From an optimization exercise on the open Yosys and OpenROAD flow, aimed at small area and a short achievable clock period; shortcuts taken in it are not production practice.
At most, simulation tests tie the RTL to the original design; equivalence was not proved.
No activity file was given, so power comes from the tool's default toggle rates.

## the reference run
==> flow/design.v <==
module tag_wb_buffer #(
    parameter int AW    = 32,
    parameter int DW    = 128,
    parameter int DEPTH = 4
) (
    input  logic                     clk,
    input  logic                     rst,
    input  logic                     wb_valid,
    output logic                     wb_ready,
    input  logic [AW-1:0]            wb_addr,
    input  logic [DW-1:0]            wb_data,
    output logic                     mem_valid,
    input  logic                     mem_ready,
    output logic [AW-1:0]            mem_addr,
    output logic [DW-1:0]            mem_data,
    input  logic                     lk_valid,
    input  logic [AW-1:0]            lk_addr,
    output logic                     lk_rsp,
    output logic                     lk_hit,
    output logic [DW-1:0]            lk_data,
    output logic [$clog2(DEPTH):0]   count
);
    localparam int CW = $clog2(DEPTH) + 1;
    localparam logic [CW-1:0] FULL = CW'(DEPTH);
    logic [AW-1:0]    addr_q [DEPTH];
    logic [DW-1:0]    data_q [DEPTH];
    logic [DEPTH-1:0] v;                
    logic [DEPTH-1:0] q [DEPTH];        
    localparam int GB  = 32;            
    localparam int NMA = AW / GB;
    localparam int NMD = DW / GB;
    localparam int NLD = DW / GB;
    logic [DEPTH-1:0] ma_sel [NMA];     
    logic [DEPTH-1:0] md_sel [NMD];     
    logic [DEPTH-1:0] lk_sel [NLD];     
    logic [DEPTH-1:0] sel_d;
    logic [DEPTH-1:0] ws;               
    logic [DEPTH-1:0] co_m, lk_m;
    logic             wb_acc, retire, co_hit, alloc, wb_lk;
    logic             lk_nh;
    logic [DEPTH-1:0] q1 [DEPTH+1];
    logic [DEPTH-1:0] q2 [DEPTH];
    logic [DEPTH-1:0] v_n, sel_n;
    logic [AW-1:0]    ma;
    logic [DW-1:0]    md, ld;
    always_comb begin
        wb_ready  = (count != FULL);
        mem_valid = (count != '0);
        wb_acc    = wb_valid && wb_ready;
        retire    = mem_valid && mem_ready;
        ws = '0;
        for (int j = DEPTH - 1; j >= 0; j--) begin
            if (!v[j]) begin
                ws    = '0;
                ws[j] = 1'b1;
            end
        end
        for (int j = 0; j < DEPTH; j++) begin
            co_m[j] = v[j] && !q[0][j] && (addr_q[j] == wb_addr);
            lk_m[j] = v[j] && (addr_q[j] == lk_addr);
        end
        co_hit = wb_acc && (co_m != '0);
        alloc  = wb_acc && !co_hit;
        wb_lk  = wb_acc && (wb_addr == lk_addr);
        lk_nh  = (lk_m & ~q[0]) != '0;
        for (int k = 0; k < DEPTH; k++) begin
            q1[k] = (wb_acc && (q[k] & co_m) != '0) ? ws : q[k];
            if (count == CW'(k)) q1[k] = ws;
        end
        q1[DEPTH] = ws;
        for (int k = 0; k < DEPTH; k++) q2[k] = retire ? q1[k+1] : q1[k];
        v_n = v;
        if (co_hit) v_n = v_n & ~co_m;
        if (retire) v_n = v_n & ~q[0];
        if (wb_acc) v_n = v_n | ws;
        if (wb_lk) sel_n = ws;
        else       sel_n = lk_m & (lk_nh ? ~q[0] : q[0]);
        if (!lk_valid) sel_n = '0;
        sel_d = rst ? '0 : sel_n;
        ma = '0;
        md = '0;
        ld = '0;
        for (int j = 0; j < DEPTH; j++) begin
            for (int b = 0; b < AW; b++) ma[b] = ma[b] | (addr_q[j][b] & ma_sel[b / GB][j]);
            for (int b = 0; b < DW; b++) begin
                md[b] = md[b] | (data_q[j][b] & md_sel[b / GB][j]);
                ld[b] = ld[b] | (data_q[j][b] & lk_sel[b / GB][j]);
            end
        end
        mem_addr = ma;
        mem_data = md;
        lk_data  = ld;
    end
    always_ff @(posedge clk) begin
        if (rst) begin
            v      <= '0;
            count  <= '0;
            lk_rsp <= 1'b0;
            lk_hit <= 1'b0;
        end else begin
            v <= v_n;
            case ({alloc, retire})
                2'b10:   count <= count + 1'b1;
                2'b01:   count <= count - 1'b1;
                default: count <= count;
            endcase
            lk_rsp <= lk_valid;
            lk_hit <= lk_valid && (wb_lk || lk_m != '0);
        end
    end
    always_ff @(posedge clk) begin
        for (int k = 0; k < DEPTH; k++) q[k] <= q2[k];
    end
    for (genvar g = 0; g < NMA; g++) begin : g_ma
        tag_wb_buffer_sel #(.W(DEPTH)) u_sel (.clk(clk), .d(q2[0]), .q(ma_sel[g]));
    end
    for (genvar g = 0; g < NMD; g++) begin : g_md
        tag_wb_buffer_sel #(.W(DEPTH)) u_sel (.clk(clk), .d(q2[0]), .q(md_sel[g]));
    end
    for (genvar g = 0; g < NLD; g++) begin : g_lk
        tag_wb_buffer_sel #(.W(DEPTH)) u_sel (.clk(clk), .d(sel_d), .q(lk_sel[g]));
    end
    always_ff @(posedge clk) begin
        for (int j = 0; j < DEPTH; j++) begin
            if (ws[j]) begin
                addr_q[j] <= wb_addr;
                data_q[j] <= wb_data;
            end
        end
    end
endmodule
module tag_wb_buffer_sel #(
    parameter int W = 4
) (
    input  logic         clk,
    input  logic [W-1:0] d,
    output logic [W-1:0] q
);
    always_ff @(posedge clk) q <= d;
endmodule
==> flow/config.mk <==
export PLATFORM = sky130hd
export DESIGN_NAME = tag_wb_buffer
export DESIGN_NICKNAME = tag_wb_buffer
export VERILOG_FILES = /design/flow/design.v
export SDC_FILE = /design/flow/constraint.sdc
export NUM_CORES = 4
export LEC_CHECK = 0
export CAP_MARGIN = 20
export CORE_MARGIN = 2
export CORE_UTILIZATION = 60
export CTS_CLUSTER_DIAMETER = 60
export CTS_CLUSTER_SIZE = 20
export SETUP_SLACK_MARGIN = 2.5
export SLEW_MARGIN = 20
export SYNTH_HIERARCHICAL = 1
export SYNTH_MINIMUM_KEEP_SIZE = 0
==> flow/constraint.sdc <==
create_clock -name core_clock -period 5.5 [get_ports {clk}]
set_input_delay 1.1000 -clock core_clock [delete_from_list [all_inputs] [get_ports {clk}]]
set_output_delay 1.1000 -clock core_clock [all_outputs]
set_load 0.01 [all_outputs]
standard.sh (not shown) runs the stock make flow with config.mk's settings and CLKGATE_MAP_FILE= SYNTH_SCRIPT=/design/flow/synth_recipe.tcl, a recipe that flattens the netlist after the stock synthesis.
==> flow/flow/run.sh <==
#!/bin/bash
# Standard ORFS layout, except that the port buffers are buf_1 cells rather than the
# resizer's default pick (clkdlybuf4s50_1), which is larger and slower.
set -euo pipefail
bash standard.sh "BUFFER_PORTS_ARGS=-buffer_cell sky130_fd_sc_hd__buf_1" finish > make.log 2>&1
The following lists how the trial run was set up differently from the reference run:
diff --git a/flow/design.v b/flow/design.v
--- a/flow/design.v
+++ b/flow/design.v
@@ -25,9 +25,9 @@
     logic [AW-1:0]    addr_q [DEPTH];
     logic [DW-1:0]    data_q [DEPTH];
     logic [DEPTH-1:0] v;                
     logic [DEPTH-1:0] q [DEPTH];        
-    localparam int GB  = 32;            
+    localparam int GB  = 16;            
     localparam int NMA = AW / GB;
     localparam int NMD = DW / GB;
     localparam int NLD = DW / GB;
     logic [DEPTH-1:0] ma_sel [NMA];     
@@ -36,12 +36,15 @@
     logic [DEPTH-1:0] sel_d;
     logic [DEPTH-1:0] ws;               
     logic [DEPTH-1:0] co_m, lk_m;
     logic             wb_acc, retire, co_hit, alloc, wb_lk;
-    logic             lk_nh;
+    logic             hdup;             
+    logic             hdup_n;
+    logic [DEPTH-1:0] wb_eq;
     logic [DEPTH-1:0] q1 [DEPTH+1];
     logic [DEPTH-1:0] q2 [DEPTH];
     logic [DEPTH-1:0] v_n, sel_n;
+    logic [CW-1:0]    cnt_ap, cnt_co;
     logic [AW-1:0]    ma;
     logic [DW-1:0]    md, ld;
     always_comb begin
         wb_ready  = (count != FULL);
@@ -55,15 +58,18 @@
                 ws[j] = 1'b1;
             end
         end
         for (int j = 0; j < DEPTH; j++) begin
-            co_m[j] = v[j] && !q[0][j] && (addr_q[j] == wb_addr);
+            wb_eq[j] = (addr_q[j] == wb_addr);
+            co_m[j] = v[j] && !q[0][j] && wb_eq[j];
             lk_m[j] = v[j] && (addr_q[j] == lk_addr);
         end
         co_hit = wb_acc && (co_m != '0);
         alloc  = wb_acc && !co_hit;
+        cnt_co = retire ? count - 1'b1 : count;
+        cnt_ap = (wb_acc && !retire) ? count + 1'b1 : (!wb_acc && retire) ? count - 1'b1 : count;
         wb_lk  = wb_acc && (wb_addr == lk_addr);
-        lk_nh  = (lk_m & ~q[0]) != '0;
+        hdup_n = !retire && (hdup || (alloc && (wb_eq & v & q[0]) != '0));
         for (int k = 0; k < DEPTH; k++) begin
             q1[k] = (wb_acc && (q[k] & co_m) != '0) ? ws : q[k];
             if (count == CW'(k)) q1[k] = ws;
         end
@@ -73,9 +79,9 @@
         if (co_hit) v_n = v_n & ~co_m;
         if (retire) v_n = v_n & ~q[0];
         if (wb_acc) v_n = v_n | ws;
         if (wb_lk) sel_n = ws;
-        else       sel_n = lk_m & (lk_nh ? ~q[0] : q[0]);
+        else       sel_n = lk_m & (hdup ? ~q[0] : {DEPTH{1'b1}});
         if (!lk_valid) sel_n = '0;
         sel_d = rst ? '0 : sel_n;
         ma = '0;
         md = '0;
@@ -93,18 +99,16 @@
     end
     always_ff @(posedge clk) begin
         if (rst) begin
             v      <= '0;
+            hdup   <= 1'b0;
             count  <= '0;
             lk_rsp <= 1'b0;
             lk_hit <= 1'b0;
         end else begin
             v <= v_n;
-            case ({alloc, retire})
-                2'b10:   count <= count + 1'b1;
-                2'b01:   count <= count - 1'b1;
-                default: count <= count;
-            endcase
+            hdup <= hdup_n;
+            count <= co_hit ? cnt_co : cnt_ap;
             lk_rsp <= lk_valid;
             lk_hit <= lk_valid && (wb_lk || lk_m != '0);
         end
     end
Notes after the runs:
Both conditions hold for the trial run: the flow ran to the end and the final layout passed the timing, design-rule and antenna checks.
Met3 global-route usage, the trial run and the reference run: higher on the trial run
Diff the reference run -> the trial run: first-pass GRT wire length has decreased; setup slack has decreased; maximum clock rate has decreased.
The trial run: reported leakage power about 2.2% above the reference run
Against the reference run, total power in the trial run came out worse.
The trial run vs. the reference run: clock network power share went down by 1.8 points.
For the trial run, only the layout was checked, not whether the RTL still works.

## static timing again, ports no longer ideal
How much do the figures lean on ideal ports? The routed layouts below were timed once more, with nothing changed but the port constraints. Step 1, drivers: a clkbuf_16 drives clk and a buf_2 each remaining input, both assumed. Step 2 adds t to the input delays and takes it off the output delays; t is the mean of the earliest and latest rising clock arrival at the registers after step 1. Input paths then give back, and output paths get back, about the clock's delay inside the block. a / b / c = no drivers / after step 1 / after step 2; a / b = the first two.
run	t, ns	slack for setup (ns)	worst setup path after step 2	clock arrival spread, ns	worst data-port slew with drivers (ns)
the reference run	0.671	2.511 / 2.463 / 1.876	input to register	0.031 / 0.030	0.13
the trial run	0.674	2.366 / 2.384 / 1.710	input to register	0.023 / 0.024	0.11
After both steps every run listed still meets setup and hold. For the trial run, which loses most, drivers alone change the setup slack by +0.018 ns; drivers and shift together by -0.656 ns.
